What follows belongs to an exercise in optimizing a design on an open flow for small area, a short achievable clock period and few clock cycles per item; a production flow would make more cautious choices. Function was checked by simulation only, so behaviour that the tests miss may differ from the original. No activity file was given, so power comes from the tool's default toggle rates.

### flow/run.sh
#!/bin/bash
# synth_recipe.tcl (not shown) runs the flow's synth.tcl, then flattens the netlist and writes it again
# the make line also repeats each setting of config.mk as NAME=value (left out here)
make -C /OpenROAD-flow-scripts/flow DESIGN_CONFIG=/design/flow/config.mk WORK_HOME=/design/flow/orfs CLKGATE_MAP_FILE= SYNTH_SCRIPT=/design/flow/synth_recipe.tcl finish
### flow/config.mk
export PLATFORM = sky130hd
export DESIGN_NAME = sobel_stream_filter
export DESIGN_NICKNAME = sobel_stream_filter
export VERILOG_FILES = /design/flow/design.v
export SDC_FILE = /design/flow/constraint.sdc
export NUM_CORES = 4
export LEC_CHECK = 0
export CAP_MARGIN = 20
export CORE_MARGIN = 2
export CORE_UTILIZATION = 40
export SLEW_MARGIN = 20
### flow/constraint.sdc
create_clock -name core_clock -period 10.0 [get_ports {fclk}]
set_input_delay 2.0000 -clock core_clock [delete_from_list [all_inputs] [get_ports {fclk}]]
set_output_delay 2.0000 -clock core_clock [all_outputs]
set_load 0.01 [all_outputs]
### flow/design.v
module sobel_stream_filter #(
  parameter int IMG_W = 224,
  parameter int IMG_H = 224,
  parameter int PIX_W = 8,
  parameter int SHIFT = 3
) (
  input  logic             fclk,
  input  logic             rst_n,
  input  logic             in_valid,
  output logic             in_ready,
  input  logic [PIX_W-1:0] in_pixel,
  input  logic             in_sof,
  output logic             out_valid,
  input  logic             out_ready,
  output logic [PIX_W-1:0] out_pixel,
  output logic             out_last,
  input  logic [1:0]       mode,
  input  logic [PIX_W+2:0] threshold
);
  localparam int CW = (IMG_W > 1) ? $clog2(IMG_W) : 1;
  localparam int RW = (IMG_H > 1) ? $clog2(IMG_H) : 1;
  localparam int GW = PIX_W + 4;
  localparam logic [GW-1:0] MAXV = GW'((1 << PIX_W) - 1);
  logic [RW-1:0]    row_q, row_d, row_cur;
  logic [CW-1:0]    col_q, col_d, col_cur;
  logic [1:0]       mode_q;
  logic [PIX_W-1:0] lb0_q [0:IMG_W-1];
  logic [PIX_W-1:0] lb1_q [0:IMG_W-1];
  logic [PIX_W-1:0] t0_q, m0_q, b0_q, t1_q, m1_q, b1_q;
  logic [PIX_W-1:0] top2, mid2, bot2;
  logic                 s1_valid_q, s1_last_q;
  logic [1:0]           s1_mode_q;
  logic signed [GW-1:0] s1_gx_q, s1_gy_q, gx_d, gy_d;
  logic [GW-1:0]        gx_pos, gx_neg, gy_pos, gy_neg;
  logic [GW-1:0]        ax, ay, mag, sel, scaled;
  logic [PIX_W-1:0]     out_d;
  logic             out_valid_q, out_last_q;
  logic [PIX_W-1:0] out_pixel_q;
  logic             en, acc, emit, last_pix;
  assign en       = out_ready;
  assign in_ready = out_ready && rst_n;
  assign acc      = in_valid && in_ready;
  assign row_cur  = in_sof ? '0 : row_q;
  assign col_cur  = in_sof ? '0 : col_q;
  assign emit     = (row_cur >= RW'(2)) && (col_cur >= CW'(2));
  assign last_pix = (row_cur == RW'(IMG_H - 1)) && (col_cur == CW'(IMG_W - 1));
  always_comb begin
    row_d = row_q;
    col_d = col_q;
    if (acc) begin
      if (col_cur == CW'(IMG_W - 1)) begin
        col_d = '0;
        row_d = (row_cur == RW'(IMG_H - 1)) ? '0 : row_cur + RW'(1);
      end else begin
        col_d = col_cur + CW'(1);
        row_d = row_cur;
      end
    end
  end
  assign top2 = lb1_q[col_cur];
  assign mid2 = lb0_q[col_cur];
  assign bot2 = in_pixel;
  assign gx_pos = GW'(top2) + (GW'(mid2) << 1) + GW'(bot2);
  assign gx_neg = GW'(t0_q) + (GW'(m0_q) << 1) + GW'(b0_q);
  assign gy_pos = GW'(b0_q) + (GW'(b1_q) << 1) + GW'(bot2);
  assign gy_neg = GW'(t0_q) + (GW'(t1_q) << 1) + GW'(top2);
  assign gx_d   = gx_pos - gx_neg;
  assign gy_d   = gy_pos - gy_neg;
  assign ax     = s1_gx_q[GW-1] ? (~s1_gx_q + 1'b1) : s1_gx_q;
  assign ay     = s1_gy_q[GW-1] ? (~s1_gy_q + 1'b1) : s1_gy_q;
  assign mag    = ax + ay;
  always_comb begin
    sel = mag;
    case (s1_mode_q)
      2'd2:    sel = ax;
      2'd3:    sel = ay;
      default: sel = mag;
    endcase
    scaled = sel >> SHIFT;
    out_d  = (scaled > MAXV) ? '1 : scaled[PIX_W-1:0];
    if (s1_mode_q == 2'd1) begin
      out_d = (mag >= GW'(threshold)) ? '1 : '0;
    end
  end
  always_ff @(posedge fclk) begin
    if (!rst_n) begin
      row_q       <= '0;
      col_q       <= '0;
      mode_q      <= '0;
      s1_valid_q  <= 1'b0;
      s1_last_q   <= 1'b0;
      s1_mode_q   <= '0;
      out_valid_q <= 1'b0;
      out_pixel_q <= '0;
      out_last_q  <= 1'b0;
    end else begin
      row_q <= row_d;
      col_q <= col_d;
      if (acc && in_sof) begin
        mode_q <= mode;
      end
      if (en) begin
        s1_valid_q  <= acc && emit;
        s1_last_q   <= acc && emit && last_pix;
        s1_mode_q   <= mode_q;
        out_valid_q <= s1_valid_q;
        out_last_q  <= s1_valid_q && s1_last_q;
        if (s1_valid_q) begin
          out_pixel_q <= out_d;
        end
      end
    end
  end
  always_ff @(posedge fclk) begin
    if (acc) begin
      lb1_q[col_cur] <= lb0_q[col_cur];
      lb0_q[col_cur] <= in_pixel;
      t0_q    <= t1_q;
      m0_q    <= m1_q;
      b0_q    <= b1_q;
      t1_q    <= top2;
      m1_q    <= mid2;
      b1_q    <= bot2;
      s1_gx_q <= gx_d;
      s1_gy_q <= gy_d;
    end
  end
  assign out_valid = out_valid_q;
  assign out_pixel = out_pixel_q;
  assign out_last  = out_last_q;
endmodule
==> metrics.yaml <==
synthesis:
  synthArstFlopShare_pct: 0
  synth_edf_count: 3656
  ys_seq_area_share_pct: 74.7
  synth_nets: 9935
  synth-seq-cells: 3688
  syn_inst: 9792
  syn_area_mm2: 0.148
  synthFlopType: "edfxtp_1"
  synth_cell_type_count: 87
  syn_area_per_cell_um2: 15.1
  yosys_warnings: 1
timing:
  worstMarginPinSlew_ns: 1.37
  hold_ws_ns: 0.417
  hold_viol: 0
  fin_crit_sh_pct: 88.1
  fin_crit_ns: 8.81
  rsz0062_at_grt: "false"
  finalSetupTns_ns: 0
  final_max_slew_viol_count: 0
  clock.fmax_mhz: 114
  fin_skew_ns: 0.0501
  slew_headroom_pct: 7.65
  setup_viol: 0
clock_network:
  cts_resized: 0
  clock_latency_ns: 0.98
  cts_buffers: 382
  cts_tree: "yes"
  clk_transition_reported_paths_ns: 0.06
  htree_levels: 5
  clock_path_buffers: 4
  root_buffer: "clkbuf_16"
  cts.repair_timing.setup_buffer_count: 0
  cts_hold_buf: 0
  clock-sinks: 3688
hold_path:
  min_path_type: "flop to flop"
  worstHoldStart: "m1_q[5]"
routing:
  dr.pass1.iters: 7
  wl_mm: 492
  vias: 93660
  wire_per_inst_um: 32.2
  via_per_inst: 6.13
  ant_nets: 0
  drcViolationCount: 0
  drt-initial-drc-count: 14275
placed_design:
  gp_congestion: 0.972
  place_hpwl_mm: 297
  dpl_cell_area_mm2: 0.156
  io_buffers: 36
worst_setup_path:
  start_kind: "primary input"
  worstPathArrival_ns: 9.49
  crit_path_max_incr_delay_ns: 0.81
  crit_top_cell: "fa_1"
  startpoint: "in_sof"
  crit_chain: "buf_2 > nor2b_4 > inv_16 > nand2_2 > buf_4 > o22ai_1 > o22ai_1 > a31oi_1 > nor3_1 > a311oi_1 > buf_4 > a221oi_1 > fa_1 > fa_1 > inv_1 > fa_1 > ha_1 > a21oi_1 > nor2_1 > nor2_1 > o21bai_1 > a21oi_1 > o21ai_0 > xor2_1"
  cp-end-kind: "flop"
  r2r_start: "col_q[1]"
  worstPathRequired_ns: 10.68
  path_class: "primary input to flop"
  worstPathMaxFanout: 89
  cp_slowest_cell: "nor3_1"
power_and_ir_drop:
  fin_total_pwr_mw: 32.7
  p_leak_nw: 53.2
  power_density_mw_per_mm2: 193
  irDropWorstVdd_mv: 0.145
die:
  start_util_pct: 40.1
  dieArea_mm2: 0.374
  core_mm2: 0.368
  fp.dieH_um: 612
  dieWidth_um: 612
  fp-row-count: 223
  ioPinCount: 37
status:
  status: "complete, no violations"
finish:
  layout.nets: 10247
  area_growth_pct: 14.2
  multi_input_area_mm2: 0.0340
  final_cell_area_mm2: 0.169
  fillCellCount: 31829
  regArea_mm2: 0.110
  postLayoutCoreUtil_pct: 45.8
  drive_gt1_share_pct: 12.2
grt:
  grtUsageTotal_pct: 25.7
  first_global_vias: 89233
  grt_pass1_wl_mm: 687
  grt_max_degree: 169
  grt_overflow_total: 0
  grt_antenna_before_repair: 47
job:
  maxCapViolations: 0
## registers in the layout, indices dropped and copies added, names as in the netlist, 2 cells and up
| signal | count |
|---|---|
| out_pixel_q | 8 |
| mode_q | 2 |
| row_q | 8 |
| m1_q | 8 |
| b1_q | 8 |
| lb1_q | 1792 |
| t0_q | 8 |
| t1_q | 8 |
| b0_q | 8 |
| col_q | 8 |
| s1_mode_q | 2 |
| lb0_q | 1792 |
| s1_gx_q | 12 |
| s1_gy_q | 12 |
| m0_q | 8 |
## area by class of cell
type	instances	area share (%)
flip-flops and latches	3688	65.4
inverters	94	0.234
clock buffers	486	5.99
well taps	4837	3.58
diodes	16	0.0237
multi-input cells	5329	20.2
clock inverters	211	1.28
repair buffers	609	3.32
## stage by stage
step | worst slack [ns] | instances
after floorplan | -1.07 | 9792
after global placement | 0.585 | 14554
after detailed placement | 0.557 | 14555
after CTS | 1.53 | 15252
after global routing | 1.10 | 15257
final | 1.19 | 15270
## critical path: cells and delay by family
kind / cells / cell delay [ns]
XOR/XNOR: 1 / 0.17
AND/OR/NAND/NOR: 5 / 1.73
adder cells (fa/ha/maj): 4 / 1.85
buffers and inverters: 5 / 1.16
AO/OA/AOI/OAI: 9 / 2.49
## logic make-up (layout without fill, tap and decap cells)
| kind of cell | after synthesis | in the layout | share of synthesized area [%] |
|---|---|---|---|
| other | 0 | 16 | 0 |
| AND/OR/NAND/NOR | 2637 | 2637 | 8.16 |
| AO/OA/AOI/OAI | 2060 | 2060 | 9.52 |
| XOR/XNOR | 44 | 44 | 0.261 |
| multiplexers | 471 | 471 | 3.44 |
| flip-flops | 3688 | 3688 | 74.7 |
| buffers and inverters | 775 | 1400 | 2.61 |
| adder cells (fa/ha/maj) | 117 | 117 | 1.31 |
## Yosys cell counts (all sizes together) (32+ instances only)
cell / number / area share [%]
mux2i: 422 / 2.9
xnor2: 34 / 0.20
o22ai: 181 / 0.77
nand4: 52 / 0.22
a2111oi: 178 / 1.1
o21ai: 176 / 0.60
a211oi: 352 / 1.8
fa: 63 / 0.85
edfxtp: 3656 / 74
a21oi: 301 / 1.0
and2: 188 / 0.80
buf: 530 / 2.0
ha: 54 / 0.46
nand3: 251 / 0.85
a31oi: 463 / 2.0
o221ai: 79 / 0.47
o211ai: 43 / 0.22
a22oi: 46 / 0.23
dfxtp: 32 / 0.43
clkbuf: 151 / 0.39
nand2: 1362 / 3.5
nor2b: 336 / 1.4
a221oi: 124 / 0.73
nor2: 304 / 0.77
inv: 93 / 0.24
and3: 40 / 0.17
## path summary, 6_finish.rpt
path | end | slack (ns) | cells after the start
worst max-delay path | s1_gy_q[9] | 1.19 | 24
worst min-delay path | m0_q[5] | 0.42 | 0
worst max register to register | s1_gy_q[9] | 1.59 | 21
worst min register to register | m0_q[5] | 0.42 | 0
## placed cells by master (no fill, tap or decap), types with 78 or more instances in the layout
cell	instances
nor2b_1	332
and2_1	183
buf_4	498
nand2_1	1360
nor2_1	257
clkbuf_1	96
inv_1	88
nand3_1	239
clkbuf_16	389
a221oi_1	124
o221ai_1	78
o21ai_0	168
a31oi_1	462
a2111oi_0	178
a211oi_1	350
edfxtp_1	3656
mux2i_1	422
a21oi_1	295
o22ai_1	181
## layer usage
layer	wire, um	track usage, %	vias to the layer above
li1	-	-	38734
met1	188000	34.5	47893
met2	219000	39.0	5903
met3	58000	6.45	1122
met4	26600	12.2	8
met5	46	0	-
## power breakdown
group          switching (mW)  internal, mW  leakage (nW)
clock network            6.05          8.04          5.94
registers              0.0255          17.0          33.1
logic                    1.07         0.443          14.1
Testbench counts, summed over its fixed seeds: cycles 401,420, pixels 394,272.

## static timing again, ports no longer ideal
The results above use ideal ports. As a check the final layout listed here was re-extracted and re-timed, cells and wires unchanged. Step 1, drivers: a clkbuf_16 drives fclk and a buf_2 each remaining input, both assumed. Step 2 times the ports against the registers' clock, not the clock port: input delays grow and output delays shrink by t, the midpoint of the rising clock arrivals with the driver on. Slacks: no drivers / after step 1 / after step 2; pairs: no drivers / after step 1.
t, ns: 1.058
slack for setup (ns): 1.193 / 1.117 / 0.059
worst setup path after step 2: input to register
worst slew at a driven data input, ns: 0.22
pins driven straight from the clock port: 1
After both steps this run still meets setup and hold. For this run, drivers alone change the setup slack by -0.076 ns; drivers and shift together by -1.134 ns.
